This design comes from an exercise in tuning for small area on the open sky130 flow, not from production work. In this exercise RTL edits were held to simulation tests only and were not proved equivalent to the original. No activity file was given, so power comes from the tool's default toggle rates.

==> run a <==
==> flow/design.v <==
package ascon_hmac_pkg;
  localparam int WORD_W = 64;
  localparam int HASH_W = 256;
  localparam int HASH_WORDS = HASH_W / WORD_W;
  localparam logic [WORD_W-1:0] IPAD = {8{8'h36}};
  localparam logic [WORD_W-1:0] OPAD = {8{8'h5c}};
endpackage
import ascon_hmac_pkg::*;
module hmac_word_seq (
  input  logic [WORD_W-1:0]   key0,
  input  logic [WORD_W-1:0]   key1,
  input  logic [HASH_W-1:0]   inner,
  input  logic [WORD_W-1:0]   msg,
  input  logic                ikey,   
  input  logic                okey,   
  input  logic [6:0]          sel,    
  output logic [WORD_W-1:0]   word
);
  logic [WORD_W-1:0] kw, kt;
  assign kw = ({WORD_W{sel[0]}} & key0) | ({WORD_W{sel[1]}} & key1);
  for (genvar b = 0; b < WORD_W; b++) begin : g_pad
    if (IPAD[b] == OPAD[b]) begin : g_same
      assign kt[b] = IPAD[b] ? ((sel[0] & ~key0[b]) | (sel[1] & ~key1[b])) : kw[b];
    end else begin : g_diff
      assign kt[b] = kw[b] ^ (IPAD[b] ? ikey : okey);
    end
  end
  assign word = kt
              | ({WORD_W{sel[2]}} & inner[255:192])
              | ({WORD_W{sel[3]}} & inner[191:128])
              | ({WORD_W{sel[4]}} & inner[127:64])
              | ({WORD_W{sel[5]}} & inner[63:0])
              | ({WORD_W{sel[6]}} & msg);
endmodule
import ascon_hmac_pkg::*;
module ascon_hmac_engine
#(
  parameter int KEY_WORDS = 2,
  parameter int VERIFY_EN = 1,
  parameter int CNT_W     = 16
) (
  input  logic                        clk,
  input  logic                        rst_n,
  input  logic                        hmac_start,
  input  logic                        hmac_abort,
  input  logic [WORD_W*KEY_WORDS-1:0] key_in,
  input  logic [HASH_W-1:0]           tag_in,
  input  logic [WORD_W-1:0]           msg_in,
  input  logic                        msg_valid,
  input  logic                        msg_last,
  output logic                        msg_ready,
  output logic [WORD_W-1:0]           hc_msg,
  output logic                        hc_valid,
  output logic                        hc_start,
  output logic                        hc_last,
  input  logic                        hc_ready,
  input  logic [HASH_W-1:0]           hc_hash,
  input  logic                        hc_done,
  output logic                        hc_abort,
  output logic [HASH_W-1:0]           hmac_out,
  output logic                        hmac_done,
  output logic                        tag_ok,
  output logic                        busy,
  output logic [CNT_W-1:0]            msg_count
);
  localparam logic [3:0] S_IDLE  = 4'd0,
                         S_IK0   = 4'd1,
                         S_IK1   = 4'd2,
                         S_IMSG  = 4'd3,
                         S_IWAIT = 4'd4,
                         S_OK0   = 4'd5,
                         S_OK1   = 4'd6,
                         S_OH0   = 4'd7,
                         S_OH1   = 4'd8,
                         S_OH2   = 4'd9,
                         S_OH3   = 4'd10,
                         S_OWAIT = 4'd11,
                         S_DONE  = 4'd12;
  logic [3:0]       state, state_nx;
  logic [127:0]     key_r;
  logic [HASH_W-1:0] tag_r;
  logic [HASH_W-1:0] inner_r;
  logic s_idle, s_ik0, s_ik1, s_imsg, s_iwait, s_ok0, s_ok1;
  logic s_oh0, s_oh1, s_oh2, s_oh3, s_owait, s_done;
  assign s_idle  = (state == S_IDLE);
  assign s_ik0   = (state == S_IK0);
  assign s_ik1   = (state == S_IK1);
  assign s_imsg  = (state == S_IMSG);
  assign s_iwait = (state == S_IWAIT);
  assign s_ok0   = (state == S_OK0);
  assign s_ok1   = (state == S_OK1);
  assign s_oh0   = (state == S_OH0);
  assign s_oh1   = (state == S_OH1);
  assign s_oh2   = (state == S_OH2);
  assign s_oh3   = (state == S_OH3);
  assign s_owait = (state == S_OWAIT);
  assign s_done  = (state == S_DONE);
  logic fixed_word;   
  assign fixed_word = s_ik0 | s_ik1 | s_ok0 | s_ok1 | s_oh0 | s_oh1 | s_oh2 | s_oh3;
  hmac_word_seq u_seq (
    .key0 (key_r[127:64]),
    .key1 (key_r[63:0]),
    .inner(inner_r),
    .msg  (msg_in),
    .ikey (s_ik0 | s_ik1),
    .okey (s_ok0 | s_ok1),
    .sel  ({s_imsg, s_oh3, s_oh2, s_oh1, s_oh0, s_ik1 | s_ok1, s_ik0 | s_ok0}),
    .word (hc_msg)
  );
  assign hc_valid  = fixed_word | (s_imsg & msg_valid);
  assign hc_start  = s_ik0 | s_ok0;
  assign hc_last   = s_oh3 | (s_imsg & msg_last);
  assign msg_ready = s_imsg & hc_ready;
  assign hmac_done = s_done;
  assign busy      = ~s_idle;
  always_comb begin
    state_nx = state;
    if (hmac_abort) begin
      state_nx = S_IDLE;
    end else begin
      case (state)
        S_IDLE:  if (hmac_start) state_nx = S_IK0;
        S_IMSG:  if (msg_valid && hc_ready && msg_last) state_nx = S_IWAIT;
        S_IWAIT: if (hc_done) state_nx = S_OK0;
        S_OWAIT: if (hc_done) state_nx = S_DONE;
        S_DONE:  state_nx = S_IDLE;
        default: if (hc_ready) state_nx = state + 4'd1;
      endcase
    end
  end
  always_ff @(posedge clk or negedge rst_n) begin
    if (!rst_n) begin
      state     <= S_IDLE;
      hmac_out  <= '0;
      tag_ok    <= 1'b0;
      msg_count <= '0;
      hc_abort  <= 1'b0;
    end else begin
      state     <= state_nx;
      hc_abort  <= hmac_abort & ~s_idle & ~s_done;
      if (~hmac_abort & s_owait & hc_done) begin
        hmac_out <= hc_hash;
        tag_ok   <= (hc_hash == tag_r);
      end
      if (~hmac_abort & s_idle & hmac_start)
        msg_count <= '0;
      else if (~hmac_abort & s_imsg & msg_valid & hc_ready)
        msg_count <= msg_count + CNT_W'(1);
    end
  end
  always_ff @(posedge clk) begin
    if (s_idle) begin
      key_r <= key_in;
      tag_r <= tag_in;
    end
    if (s_iwait) inner_r <= hc_hash;
  end
endmodule
==> flow/flow/run.sh <==
#!/bin/bash
# Standard layout (the standard.sh, standard synthesis) with three changes:
#  - a small buffer (buf_1) on every port instead of the resizer's default pick
#    (the resizer may still upsize any that need it);
#  - IO pins allowed one track apart, so that a smaller die fits all 1056 pins;
#  - a clock tree of clkbuf_8 with larger sink clusters and no dummy loads.
set -euo pipefail
export BUFFER_PORTS_ARGS="-buffer_cell sky130_fd_sc_hd__buf_1"
export PLACE_PINS_ARGS="-min_distance 1 -min_distance_in_tracks"
export CTS_ARGS="-sink_clustering_enable -repair_clock_nets -dont_use_dummy_load -buf_list sky130_fd_sc_hd__clkbuf_8 -sink_clustering_size 16 -sink_clustering_max_diameter 100"
bash standard.sh > make_finish.log 2>&1
==> flow/standard.sh <==
#!/bin/bash
# synth_recipe.tcl (not shown) runs the flow's synth.tcl, then flattens the netlist and writes it again
# the make line also repeats each setting of config.mk as NAME=value (left out here)
make -C /OpenROAD-flow-scripts/flow DESIGN_CONFIG=/design/flow/config.mk WORK_HOME=/design/flow/orfs CLKGATE_MAP_FILE= SYNTH_SCRIPT=/design/flow/synth_recipe.tcl "${@:-finish}"
==> flow/config.mk <==
export PLATFORM = sky130hd
export DESIGN_NAME = ascon_hmac_engine
export DESIGN_NICKNAME = ascon_hmac_engine
export VERILOG_FILES = /design/flow/design.v
export SDC_FILE = /design/flow/constraint.sdc
export NUM_CORES = 4
export LEC_CHECK = 0
export CAP_MARGIN = 20
export CORE_MARGIN = 2
export CORE_UTILIZATION = 50
export SLEW_MARGIN = 20
==> flow/constraint.sdc <==
create_clock -name core_clock -period 7.0 [get_ports {clk}]
set_input_delay 1.4000 -clock core_clock [delete_from_list [all_inputs] [get_ports {clk}]]
set_output_delay 1.4000 -clock core_clock [all_outputs]
set_load 0.01 [all_outputs]
==> run b: changes against run a <==
--- a/flow/design.v
+++ b/flow/design.v
@@ -11,25 +11,20 @@
   input  logic [WORD_W-1:0]   key1,
   input  logic [HASH_W-1:0]   inner,
   input  logic [WORD_W-1:0]   msg,
-  input  logic                ikey,   
-  input  logic                okey,   
+  input  logic                okey,
   input  logic [6:0]          sel,    
   output logic [WORD_W-1:0]   word
 );
-  logic [WORD_W-1:0] kw, kt;
-  assign kw = ({WORD_W{sel[0]}} & key0) | ({WORD_W{sel[1]}} & key1);
-  for (genvar b = 0; b < WORD_W; b++) begin : g_pad
-    if (IPAD[b] == OPAD[b]) begin : g_same
-      assign kt[b] = IPAD[b] ? ((sel[0] & ~key0[b]) | (sel[1] & ~key1[b])) : kw[b];
-    end else begin : g_diff
-      assign kt[b] = kw[b] ^ (IPAD[b] ? ikey : okey);
-    end
-  end
-  assign word = kt
-              | ({WORD_W{sel[2]}} & inner[255:192])
-              | ({WORD_W{sel[3]}} & inner[191:128])
-              | ({WORD_W{sel[4]}} & inner[127:64])
-              | ({WORD_W{sel[5]}} & inner[63:0])
+  logic [WORD_W-1:0] pad;
+  assign pad = okey ? OPAD : IPAD;
+  logic [WORD_W-1:0] kw, iw;
+  assign kw = sel[1] ? key1 : key0;
+  assign iw = ({WORD_W{sel[2]}} & inner[255:192])
+            | ({WORD_W{sel[3]}} & inner[191:128])
+            | ({WORD_W{sel[4]}} & inner[127:64])
+            | ({WORD_W{sel[5]}} & inner[63:0]);
+  assign word = ({WORD_W{sel[0] | sel[1]}} & (kw ^ pad))
+              | iw
               | ({WORD_W{sel[6]}} & msg);
 endmodule
 import ascon_hmac_pkg::*;
@@ -102,7 +97,6 @@
     .key1 (key_r[63:0]),
     .inner(inner_r),
     .msg  (msg_in),
-    .ikey (s_ik0 | s_ik1),
     .okey (s_ok0 | s_ok1),
     .sel  ({s_imsg, s_oh3, s_oh2, s_oh1, s_oh0, s_ik1 | s_ok1, s_ik0 | s_ok0}),
     .word (hc_msg)
@@ -111,8 +105,6 @@
   assign hc_start  = s_ik0 | s_ok0;
   assign hc_last   = s_oh3 | (s_imsg & msg_last);
   assign msg_ready = s_imsg & hc_ready;
-  assign hmac_done = s_done;
-  assign busy      = ~s_idle;
   always_comb begin
     state_nx = state;
     if (hmac_abort) begin
@@ -133,11 +125,15 @@
       state     <= S_IDLE;
       hmac_out  <= '0;
       tag_ok    <= 1'b0;
+      hmac_done <= 1'b0;
+      busy      <= 1'b0;
       msg_count <= '0;
       hc_abort  <= 1'b0;
     end else begin
       state     <= state_nx;
+      busy      <= (state_nx != S_IDLE);
       hc_abort  <= hmac_abort & ~s_idle & ~s_done;
+      hmac_done <= ~hmac_abort & s_owait & hc_done;
       if (~hmac_abort & s_owait & hc_done) begin
         hmac_out <= hc_hash;
         tag_ok   <= (hc_hash == tag_r);
Settings changed: CORE_UTILIZATION 50 to 60.
==> run c: changes against run a <==
--- a/flow/design.v
+++ b/flow/design.v
@@ -6,31 +6,27 @@
   localparam logic [WORD_W-1:0] OPAD = {8{8'h5c}};
 endpackage
 import ascon_hmac_pkg::*;
-module hmac_word_seq (
-  input  logic [WORD_W-1:0]   key0,
-  input  logic [WORD_W-1:0]   key1,
-  input  logic [HASH_W-1:0]   inner,
-  input  logic [WORD_W-1:0]   msg,
-  input  logic                ikey,   
-  input  logic                okey,   
-  input  logic [6:0]          sel,    
-  output logic [WORD_W-1:0]   word
+module hmac_hold_mux #(
+  parameter int W = 64
+) (
+  input  logic [W-1:0] d,
+  input  logic [W-1:0] q,
+  input  logic         ld,
+  input  logic         hold,
+  output logic [W-1:0] y
 );
-  logic [WORD_W-1:0] kw, kt;
-  assign kw = ({WORD_W{sel[0]}} & key0) | ({WORD_W{sel[1]}} & key1);
-  for (genvar b = 0; b < WORD_W; b++) begin : g_pad
-    if (IPAD[b] == OPAD[b]) begin : g_same
-      assign kt[b] = IPAD[b] ? ((sel[0] & ~key0[b]) | (sel[1] & ~key1[b])) : kw[b];
-    end else begin : g_diff
-      assign kt[b] = kw[b] ^ (IPAD[b] ? ikey : okey);
-    end
-  end
-  assign word = kt
-              | ({WORD_W{sel[2]}} & inner[255:192])
-              | ({WORD_W{sel[3]}} & inner[191:128])
-              | ({WORD_W{sel[4]}} & inner[127:64])
-              | ({WORD_W{sel[5]}} & inner[63:0])
-              | ({WORD_W{sel[6]}} & msg);
+  assign y = (d & {W{ld}}) | (q & {W{hold}});
+endmodule
+module hmac_hold_muxn #(
+  parameter int W = 64
+) (
+  input  logic [W-1:0] d,
+  input  logic [W-1:0] q,
+  input  logic         ld,
+  input  logic         hold,
+  output logic [W-1:0] y
+);
+  assign y = ~((d & {W{ld}}) | (q & {W{hold}}));
 endmodule
 import ascon_hmac_pkg::*;
 module ascon_hmac_engine
@@ -97,16 +93,28 @@
   assign s_done  = (state == S_DONE);
   logic fixed_word;   
   assign fixed_word = s_ik0 | s_ik1 | s_ok0 | s_ok1 | s_oh0 | s_oh1 | s_oh2 | s_oh3;
-  hmac_word_seq u_seq (
-    .key0 (key_r[127:64]),
-    .key1 (key_r[63:0]),
-    .inner(inner_r),
-    .msg  (msg_in),
-    .ikey (s_ik0 | s_ik1),
-    .okey (s_ok0 | s_ok1),
-    .sel  ({s_imsg, s_oh3, s_oh2, s_oh1, s_oh0, s_ik1 | s_ok1, s_ik0 | s_ok0}),
-    .word (hc_msg)
-  );
+  logic sel_k0, sel_k1, ikey, okey;
+  assign sel_k0 = s_ik0 | s_ok0;
+  assign sel_k1 = s_ik1 | s_ok1;
+  assign ikey   = s_ik0 | s_ik1;
+  assign okey   = s_ok0 | s_ok1;
+  logic [WORD_W-1:0] key0, key1, kw, kt;
+  assign key0 = key_r[127:64];
+  assign key1 = key_r[63:0];
+  assign kw   = ({WORD_W{sel_k0}} & key0) | ({WORD_W{sel_k1}} & key1);
+  for (genvar b = 0; b < WORD_W; b++) begin : g_pad
+    if (IPAD[b] == OPAD[b]) begin : g_same
+      assign kt[b] = IPAD[b] ? ((sel_k0 & ~key0[b]) | (sel_k1 & ~key1[b])) : kw[b];
+    end else begin : g_diff
+      assign kt[b] = kw[b] ^ (IPAD[b] ? ikey : okey);
+    end
+  end
+  assign hc_msg = kt
+                | ({WORD_W{s_oh0}}  & inner_r[255:192])
+                | ({WORD_W{s_oh1}}  & inner_r[191:128])
+                | ({WORD_W{s_oh2}}  & inner_r[127:64])
+                | ({WORD_W{s_oh3}}  & inner_r[63:0])
+                | ({WORD_W{s_imsg}} & msg_in);
   assign hc_valid  = fixed_word | (s_imsg & msg_valid);
   assign hc_start  = s_ik0 | s_ok0;
   assign hc_last   = s_oh3 | (s_imsg & msg_last);
@@ -128,20 +136,33 @@
       endcase
     end
   end
+  logic              out_ld;
+  logic [HASH_W-1:0] out_d, tag_d, inner_d;
+  logic [127:0]      key_d;
+  assign out_ld = ~hmac_abort & s_owait & hc_done;
+  logic [HASH_W-1:0] hmac_out_n;
+  logic              out_blank;
+  assign hmac_out = ~(hmac_out_n | {HASH_W{out_blank}});
+  hmac_hold_muxn #(.W(HASH_W)) u_out_mux (
+    .d(hc_hash), .q(hmac_out), .ld(out_ld), .hold(~out_ld), .y(out_d));
+  hmac_hold_mux #(.W(128)) u_key_mux (
+    .d(key_in), .q(key_r), .ld(s_idle), .hold(~s_idle), .y(key_d));
+  hmac_hold_mux #(.W(HASH_W)) u_tag_mux (
+    .d(tag_in), .q(tag_r), .ld(s_idle), .hold(~s_idle), .y(tag_d));
+  hmac_hold_mux #(.W(HASH_W)) u_inner_mux (
+    .d(hc_hash), .q(inner_r), .ld(s_iwait), .hold(~s_iwait), .y(inner_d));
   always_ff @(posedge clk or negedge rst_n) begin
     if (!rst_n) begin
       state     <= S_IDLE;
-      hmac_out  <= '0;
+      out_blank <= 1'b1;
       tag_ok    <= 1'b0;
       msg_count <= '0;
       hc_abort  <= 1'b0;
     end else begin
       state     <= state_nx;
       hc_abort  <= hmac_abort & ~s_idle & ~s_done;
-      if (~hmac_abort & s_owait & hc_done) begin
-        hmac_out <= hc_hash;
-        tag_ok   <= (hc_hash == tag_r);
-      end
+      if (out_ld) out_blank <= 1'b0;
+      if (out_ld) tag_ok <= (hc_hash == tag_r);
       if (~hmac_abort & s_idle & hmac_start)
         msg_count <= '0;
       else if (~hmac_abort & s_imsg & msg_valid & hc_ready)
@@ -149,10 +170,9 @@
     end
   end
   always_ff @(posedge clk) begin
-    if (s_idle) begin
-      key_r <= key_in;
-      tag_r <= tag_in;
-    end
-    if (s_iwait) inner_r <= hc_hash;
+    key_r   <= key_d;
+    tag_r   <= tag_d;
+    inner_r <= inner_d;
+    hmac_out_n <= out_d;
   end
 endmodule
Settings changed: SYNTH_HIERARCHICAL set to 1, SYNTH_MINIMUM_KEEP_SIZE set to 0.
==> impl_summary.log <==
INFO  metric power.clock.total = between 2 and 3 mW
INFO  metric globalRouteTotalUtil = 0.415
INFO  metric dr.pass1.iters = 8
INFO  metric wire_per_inst = around 32 microns
INFO  metric dr_iter_0_viols = roughly 3200
INFO  metric yosysTopAreaCell = sky130_fd_sc_hd__edfxtp_1
INFO  metric initial_antenna_violation_count = 79
INFO  metric synth_seq_area_share = 0.736
INFO  metric power.density_cell_area = approximately 260 nW/um^2
INFO  metric outcome = no timing/DRC/antenna violations
INFO  metric register_fraction_of_the_total_cell_area = 0.632
INFO  metric ff2ff_setup_slack = 3.44 ns
INFO  metric int_pwr = just under 8 mW
INFO  metric static-leakage-power = 15.5 nW
INFO  metric cp_top_family = simple AND/OR/NAND/NOR gates
INFO  metric critPathLaunch = state[3]
INFO  metric post_synth_inst_count = between 2000 and 2500
INFO  metric cp_cell_sequence = nand2b_2, and2_2, buf_4, a221o_1, nand2_1, nand3_1, buf_1
[end of results for run b]
==> impl_summary.log <==
INFO  metric outcome = no timing/DRC/antenna violations
INFO  metric cp_cell_sequence = inv_2, and3_4, buf_4, a222oi_1, nand3_1, buf_1
INFO  metric initial_antenna_violation_count = 93
INFO  metric int_pwr = 11.0 mW
INFO  metric post_synth_inst_count = between 3000 and 4000
INFO  metric critPathLaunch = state[3]
INFO  metric yosysTopAreaCell = sky130_fd_sc_hd__dfxtp_1
INFO  metric register_fraction_of_the_total_cell_area = 0.469
INFO  metric dr_iter_0_viols = ~5100
INFO  metric wire_per_inst = around 33 microns
INFO  metric static-leakage-power = between 15 and 20 nW
[end of results for run c]
==> impl_summary.log <==
INFO  metric outcome = no timing/DRC/antenna violations
INFO  metric critPathLaunch = state[2]
INFO  metric static-leakage-power = ~15 nW
INFO  metric ff2ff_setup_slack = ~3.5 ns
INFO  metric dr_iter_0_viols = 3280
INFO  metric register_fraction_of_the_total_cell_area = 0.631
INFO  metric power.clock.total = between 2 and 3 mW
INFO  metric cp_cell_sequence = mux2i_1, or2_1, inv_2, buf_4, a22oi_1, xor2_1, nand3_1, buf_1
INFO  metric globalRouteTotalUtil = 0.366
INFO  metric initial_antenna_violation_count = 96
INFO  metric wire_per_inst = approximately 33 microns
INFO  metric power.density_cell_area = roughly 400 nW/um^2
INFO  metric yosysTopAreaCell = sky130_fd_sc_hd__edfxtp_1
INFO  metric post_synth_inst_count = a little over 2000
INFO  metric int_pwr = roughly 10 mW
[end of results for run a]

-- port drivers added, routing unchanged --
In the flow no input, the clock included, has a driving cell. The finished layouts below were timed again as built, in two steps. Step 1 (the two cells are an assumption about what drives the block):
set clk [get_ports {clk}]
set_driving_cell -lib_cell sky130_fd_sc_hd__clkbuf_16 $clk
set_driving_cell -lib_cell sky130_fd_sc_hd__buf_2 [delete_from_list [all_inputs] $clk]
Step 2, shift: input delay + t, output delay - t, t = (earliest + latest rising clock arrival at the registers) / 2. This alone moves slack from input paths to output paths. a / b / c = no drivers / after step 1 / after step 2; a / b = the first two.
| run | t, ns | setup slack, ns | worst hold slack (ns) | cell pins on the clock port's net |
|---|---|---|---|---|
| run a | 0.728 | 1.538 / 1.472 / 2.201 | 0.503 / 0.503 / 0.503 | 1 |
| run b | 0.748 | 1.389 / 1.324 / 2.071 | 0.508 / 0.508 / 0.508 | 1 |
| run c | 0.735 | 1.877 / 1.809 / 2.544 | 0.481 / 0.481 / 0.481 | 1 |
After both steps every run listed still meets setup and hold.
